This is an optimization exercise on Yosys and OpenROAD, whose aim is small area, a short achievable clock period and few clock cycles, not a production implementation. RTL that was checked went through simulation tests only; none was proved equivalent to the original.

Setup of onyx:
// magnetometer_frame_heading
module magnetometer_frame_heading (
	input  logic                                 clk,
	input  logic                                 arst_n,
	input  logic                                 in_valid,
	output logic                                 in_stall,
	input  logic                                 command,
	input  logic [7:0]                           rx_byte,
	output logic                                 out_valid,
	input  logic                                 out_stall,
	output logic                                 send_request,
	output logic                                 frame_done,
	output logic                                 frame_ok,
	output logic [mfh_pkg::DEG_W-1:0]            heading_deg,
	output logic [mfh_pkg::DEG_W-1:0]            tilt_xz_deg,
	output logic [mfh_pkg::DEG_W-1:0]            tilt_yz_deg,
	output logic signed [mfh_pkg::VAL_W-1:0]     field_x,
	output logic signed [mfh_pkg::VAL_W-1:0]     field_y,
	output logic signed [mfh_pkg::VAL_W-1:0]     field_z,
	input  logic                                 cfg_we,
	input  logic [0:0]                           cfg_index,
	input  logic [mfh_pkg::CFG_W-1:0]            cfg_data
);
make LEC_CHECK=0 ABC_AREA=1 CAP_MARGIN=20 CORE_MARGIN=2 CORE_UTILIZATION=45 SETUP_SLACK_MARGIN=3.5 SLEW_MARGIN=20 finish   # period 7.5 ns
run.sh (not shown) runs the stock make flow with config.mk's settings and CLKGATE_MAP_FILE= SYNTH_SCRIPT=/design/flow/synth_recipe.tcl, a recipe that flattens the netlist after the stock synthesis.
Inputs modified between onyx and garnet:
--- a/flow/design.v
+++ b/flow/design.v
@@ -106,15 +106,15 @@
 );
 	localparam int XW  = mfh_pkg::XW;
 	localparam int YAW = mfh_pkg::YAW;
 	localparam int YBW = mfh_pkg::YBW;
 	localparam int SW  = mfh_pkg::SW;
 	localparam int VW  = mfh_pkg::VAL_W;
 	localparam int DW  = mfh_pkg::DEG_W;
-	logic [15:0]          limit_q;    
+	logic [15:0]          timeout_q;
 	logic                 link_q;
 	logic                 in_stall_q;
 	logic [4:0]           pos_q;
 	logic                 win_x_q, win_z_q, win_y_q, first_q;
 	logic                 start_q;
 	logic [15:0]          silence_q;
 	logic                 armed_q;
@@ -146,15 +146,15 @@
 	logic        tick_fire, drop, fire_res;
 	assign in_acc    = in_valid && !in_stall_q;
 	assign acc_byte  = in_acc && !command;
 	assign acc_tick  = in_acc && command;
 	assign close     = (pos_q == 5'd27);
 	assign close_now = acc_byte && close;
 	assign tick_inc  = silence_q + 16'd1;
-	assign limit     = limit_q;
+	assign limit     = (timeout_q == 16'd0) ? 16'd1 : timeout_q;
 	assign tick_fire = armed_q && (tick_inc >= limit);
 	assign drop      = acc_tick && tick_fire;
 	assign fire_res  = drop && link_q;
 	logic                 win_x, win_z, win_y, win, first;
 	logic                 blank, digit, sgn;
 	logic [1:0]           ph_cur, ph_nxt;
 	logic                 mn_cur, mn_nxt, take_digit;
@@ -354,15 +354,15 @@
 		end
 		maybe_fire = ({1'b0, silence_q} + 17'd2) >= {1'b0, limit};
 		stall_d = ((o_fill_d || o_valid_d) && ((pos_d == 5'd27) || maybe_fire))
 			|| (jc_d && (((ld_d != mfh_pkg::RUN_YZ) && (pos_d == 5'd4)) || (pos_d == 5'd12)));
 	end
 	always_ff @(posedge clk or negedge arst_n) begin
 		if (!arst_n) begin
-			limit_q    <= mfh_pkg::TIMEOUT_RESET;
+			timeout_q  <= mfh_pkg::TIMEOUT_RESET;
 			link_q     <= 1'b1;
 			in_stall_q <= 1'b0;
 			pos_q      <= '0;
 			win_x_q    <= 1'b0;
 			win_z_q    <= 1'b0;
 			win_y_q    <= 1'b0;
 			first_q    <= 1'b0;
@@ -379,15 +379,15 @@
 			o_fill_q   <= 1'b0;
 			adone_q    <= 1'b0;
 		end else begin
 			if (cfg_we) begin
 				if (cfg_index[0]) begin
 					link_q <= cfg_data[0];
 				end else begin
-					limit_q <= (cfg_data == 16'd0) ? 16'd1 : cfg_data;
+					timeout_q <= cfg_data;
 				end
 			end
 			in_stall_q <= stall_d;
 			pos_q      <= pos_d;
 			win_x_q    <= (pos_d >= 5'd4)  && (pos_d <= 5'd8);
 			win_z_q    <= (pos_d >= 5'd12) && (pos_d <= 5'd16);
 			win_y_q    <= (pos_d >= 5'd20) && (pos_d <= 5'd24);
Notes after the runs:
onyx and garnet ended up with nearly the same routing usage on met3. Relative to onyx, the number of buffers inserted to repair setup after CTS of garnet is higher by 1. [compare] base=onyx new=garnet: post-route worst setup slack now sits higher; number of optimization iterations in the first detailed-route pass now sits lower. Delta(detailed-route wire length, garnet - onyx) < 0.
Testbench counts of garnet, summed over its fixed seeds: cycles 7,288.
For onyx, only the layout was checked, not whether the RTL still works.

magnetometer_frame_heading, a different RTL version from the one above (not shown whole).
Size: about 120 I/O pins, about 35,000 µm² of cells after synthesis.
clock: 7.5 ns
lec_check: 0
abc_area: 1
cap_margin: 20
core_margin: 2
core_utilization: 45
setup_slack_margin: 3.5
slew_margin: 20
The baseline produced a clean layout.
==> next run, changes <==
--- a/flow/design.v
+++ b/flow/design.v
@@ -59,15 +59,15 @@
 	output logic signed [mfh_pkg::SW-1:0] s_n
 );
 	localparam int XW = mfh_pkg::XW;
 	localparam int SW = mfh_pkg::SW;
 	logic                 neg;
 	logic signed [YW-1:0] yi, ysh0, ysh;
 	logic signed [XW:0]   xi, xsh0, xsh;
-	logic [SW-1:0]        t, ts;
+	logic [SW-1:0]        t;
 	logic signed [XW-1:0] ysh_x;
 	logic [XW:0]          x_sum;
 	logic [YW:0]          y_sum;
 	logic [SW:0]          s_sum;
 	assign neg  = y[YW-1];
 	assign yi   = y ^ {YW{neg}};
 	assign xi   = {1'b0, x} ^ {(XW+1){!neg}};
@@ -75,16 +75,15 @@
 	assign xsh0 = xi >>> SH0;
 	assign ysh  = ysh0 >>> j;
 	assign xsh  = xsh0 >>> j;
 	assign t    = (SH0 == 1) ? mfh_pkg::atan_a(j) : mfh_pkg::atan_b(j);
 	assign ysh_x = ysh;
 	assign x_sum = {x, 1'b1} + {ysh_x, neg};
 	assign y_sum = {y, 1'b1} + {xsh[YW-1:0], !neg};
-	assign ts    = neg ? -t : t;     
-	assign s_sum = {s, 1'b0} + {ts, 1'b0};
+	assign s_sum = {s, 1'b1} + {t ^ {SW{neg}}, neg};
 	assign x_n = x_sum[XW:1];
 	assign y_n = y_sum[YW:1];
 	assign s_n = s_sum[SW:1];
 endmodule
 module magnetometer_frame_heading (
 	input  logic                                 clk,
 	input  logic                                 arst_n,
@@ -352,17 +351,54 @@
 		end else if (fire_res) begin
 			o_valid_d = 1'b1;
 		end else if (b_wb && b_t_q == mfh_pkg::RUN_YZ && !b_spec_q) begin
 			o_fill_d  = 1'b0;
 			o_valid_d = 1'b1;
 		end
 		maybe_fire = ({1'b0, silence_q} + 17'd2) >= {1'b0, limit};
-		stall_d = ((o_fill_d || o_valid_d) && ((pos_d == 5'd27) || maybe_fire))
-			|| (jc_d && (((ld_d != mfh_pkg::RUN_YZ) && (pos_d == 5'd4)) || (pos_d == 5'd12)));
 	end
+	function automatic logic stall_after(input logic take_byte, input logic take_tick);
+		logic [4:0] p;
+		logic [1:0] ld_n;
+		logic       cl, dr, jc_n, busy;
+		cl = take_byte && close;
+		dr = take_tick && tick_fire;
+		p  = pos_q;
+		if (take_byte) begin
+			p = close ? 5'd0 : pos_q + 5'd1;
+		end else if (dr) begin
+			p = 5'd0;
+		end
+		ld_n = ld_inc;
+		jc_n = jc_q;
+		if (cl) begin
+			if (ld_inc == 2'd3) begin
+				ld_n = 2'd0;
+				jc_n = 1'b0;
+			end else begin
+				jc_n = start_q;
+			end
+		end else if (jc_q) begin
+			if (ld_inc == 2'd3) begin
+				ld_n = 2'd0;
+				jc_n = 1'b0;
+			end
+		end else if (dr || flush) begin
+			ld_n = 2'd0;
+		end
+		busy = o_fill_q || o_valid_q || cl || (dr && link_q)
+			|| (b_wb && b_t_q == mfh_pkg::RUN_YZ && !b_spec_q);
+		stall_after = (busy && ((p == 5'd27) || maybe_fire))
+			|| (jc_n && (((ld_n != mfh_pkg::RUN_YZ) && (p == 5'd4)) || (p == 5'd12)));
+	endfunction
+	logic stall_none, stall_byte, stall_tick;
+	assign stall_none = stall_after(1'b0, 1'b0);
+	assign stall_byte = stall_after(1'b1, 1'b0);
+	assign stall_tick = stall_after(1'b0, 1'b1);
+	assign stall_d    = !in_acc ? stall_none : (command ? stall_tick : stall_byte);
 	always_ff @(posedge clk or negedge arst_n) begin
 		if (!arst_n) begin
 			limit_q    <= mfh_pkg::TIMEOUT_RESET;
 			link_q     <= 1'b1;
 			in_stall_q <= 1'b0;
 			pos_q      <= '0;
 			win_x_q    <= 1'b0;
After rerunning: Synthesized cell count stays flat; final area is lower by 0.83%; die area rose by 0.94%; synthesized area grows by 0.96%; sequential share of layout area rises by 0.18 points; worst setup slack gains 0.40 ns; fmax rose by about 10%; final cell count goes down by about 0.3%; worst hold slack hardly moves.
Function was not checked in any run of this note: the RTL went through the layout flow alone.

Another version of the RTL of magnetometer_frame_heading (not shown whole).
Size: about 4,000 cells after synthesis, roughly 390 flip-flops.
Settings: LEC_CHECK=0, CAP_MARGIN=20, CORE_MARGIN=2, CORE_UTILIZATION=40, SETUP_SLACK_MARGIN=3.0, SLEW_MARGIN=20; clock period 7.5 ns.
The first run passed the timing, design-rule and antenna checks.
Edit:
--- a/flow/design.v
+++ b/flow/design.v
@@ -259,61 +259,52 @@
 		.y   (a_y_q),
 		.s   (a_s_q),
 		.x_n (a_x_n),
 		.y_n (a_y_n),
 		.s_n (a_s_n)
 	);
 	logic [XW-1:0]         b_x_n;
 	logic signed [YBW-1:0] b_y_n;
 	logic signed [SW-1:0]  b_s_n;
-	logic signed [10:0]    k_off, k_p, k_m, s_inv, sh11;
-	logic [11:0]           v_sum, p_sum, m_sum;
+	logic signed [9:0]     k_off, v_deg;
 	logic signed [7:0]     s_hi;
-	logic                  s_frac, c_in;
+	logic                  s_frac;
 	logic [DW-1:0]         deg;
 	mfh_cordic_step #(.YW(YBW), .SH0(9)) u_step_b (
 		.j   (b_j_q),
 		.x   (b_x_q),
 		.y   (b_y_q),
 		.s   (b_s_q),
 		.x_n (b_x_n),
 		.y_n (b_y_n),
 		.s_n (b_s_n)
 	);
 	always_comb begin
-		logic signed [10:0] kb;
 		case (b_code_q)
-			3'd0:    kb = 11'sd0;
-			3'd1:    kb = -11'sd45;
-			3'd2:    kb = -11'sd90;
-			3'd3:    kb = -11'sd135;
-			3'd4:    kb = -11'sd180;
-			3'd5:    kb = -11'sd225;
-			3'd6:    kb = -11'sd270;
-			default: kb = -11'sd315;
+			3'd0:    k_off = 10'sd0;
+			3'd1:    k_off = -10'sd45;
+			3'd2:    k_off = -10'sd90;
+			3'd3:    k_off = -10'sd135;
+			3'd4:    k_off = -10'sd180;
+			3'd5:    k_off = -10'sd225;
+			3'd6:    k_off = -10'sd270;
+			default: k_off = -10'sd315;
 		endcase
-		k_off  = kb + ((b_t_q == mfh_pkg::RUN_HEADING) ? 11'sd270 : 11'sd180);
-		k_p    = k_off + 11'sd360;
-		k_m    = k_off - 11'sd360;
+		k_off  = k_off + ((b_t_q == mfh_pkg::RUN_HEADING) ? 10'sd270 : 10'sd180);
 		s_hi   = b_s_q[SW-1:16];
 		s_frac = |b_s_q[15:0];
-		sh11   = s_hi;
-		s_inv  = b_ex_q ? 11'h7FF : ~sh11;
-		c_in   = b_ex_q || !s_frac;
-		v_sum  = {k_off, 1'b1} + {s_inv, c_in};
-		p_sum  = {k_p, 1'b1} + {s_inv, c_in};
-		m_sum  = {k_m, 1'b1} + {s_inv, c_in};
-		if (v_sum[11]) begin
-			deg = p_sum[DW:1];
-		end else if (!m_sum[11]) begin
-			deg = m_sum[DW:1];
+		v_deg  = b_ex_q ? k_off : k_off - 10'(s_hi) - 10'(s_frac);
+		if (v_deg < 0) begin
+			deg = DW'(v_deg + 10'sd360);
+		end else if (v_deg >= 10'sd360) begin
+			deg = DW'(v_deg - 10'sd360);
 		end else begin
-			deg = v_sum[DW:1];
+			deg = DW'(v_deg);
 		end
 	end
 	logic [4:0]  pos_d;
 	logic [1:0]  ld_d, ld_inc;
 	logic        jc_d, o_fill_d, o_valid_d, maybe_fire, stall_d;
 	always_comb begin
 		pos_d = pos_q;
 		if (acc_byte) begin
 			pos_d = close ? 5'd0 : pos_q + 5'd1;
Effect:
- wire length came out lower by a few percent
- first-iteration DRC count came out lower by about a fifth
- utilization is about the same
- maximum frequency came out lower slightly
- global-route usage came out lower by 0.31 points
- non-clock buffer count came out lower by 38
- design area came out lower slightly
Function was not checked in any run of this note: the RTL went through the layout flow alone.

==> separate check: timing with driven ports <==
How much do the figures lean on ideal ports? The routed layouts below were timed once more, with nothing changed but the port constraints. Step 1 sets driving cells, clkbuf_16 on the clock port and buf_2 on the other inputs (assumed; they add their load-dependent delay and slew). Step 2 times the ports against the registers' clock, not the clock port: input delays grow and output delays shrink by t, the midpoint of the rising clock arrivals with the driver on. Slacks: no drivers / after step 1 / after step 2; pairs: no drivers / after step 1.
| run | t, ns | setup WS [ns] | worst setup path after step 2 | worst data-port slew with drivers (ns) |
|---|---|---|---|---|
| onyx | 0.671 | 3.473 / 3.473 / 3.024 | input to register | 0.04 |
| garnet | 0.671 | 3.499 / 3.499 / 3.067 | input to register | 0.04 |
| the first run of note 2 | 0.674 | 3.175 / 3.175 / 3.038 | input to register | 0.05 |
| the second run of note 2 | 0.667 | 3.577 / 3.577 / 3.050 | input to register | 0.07 |
| the first run of note 3 | 0.659 | 3.120 / 3.120 / 2.654 | input to register | 0.08 |
| the second run of note 3 | 0.677 | 3.093 / 3.093 / 2.583 | input to register | 0.07 |
After both steps every run listed still meets setup and hold. The setup slack of the second run of note 2, which loses most, moves by 0.000 ns with the drivers and by -0.527 ns with both steps.
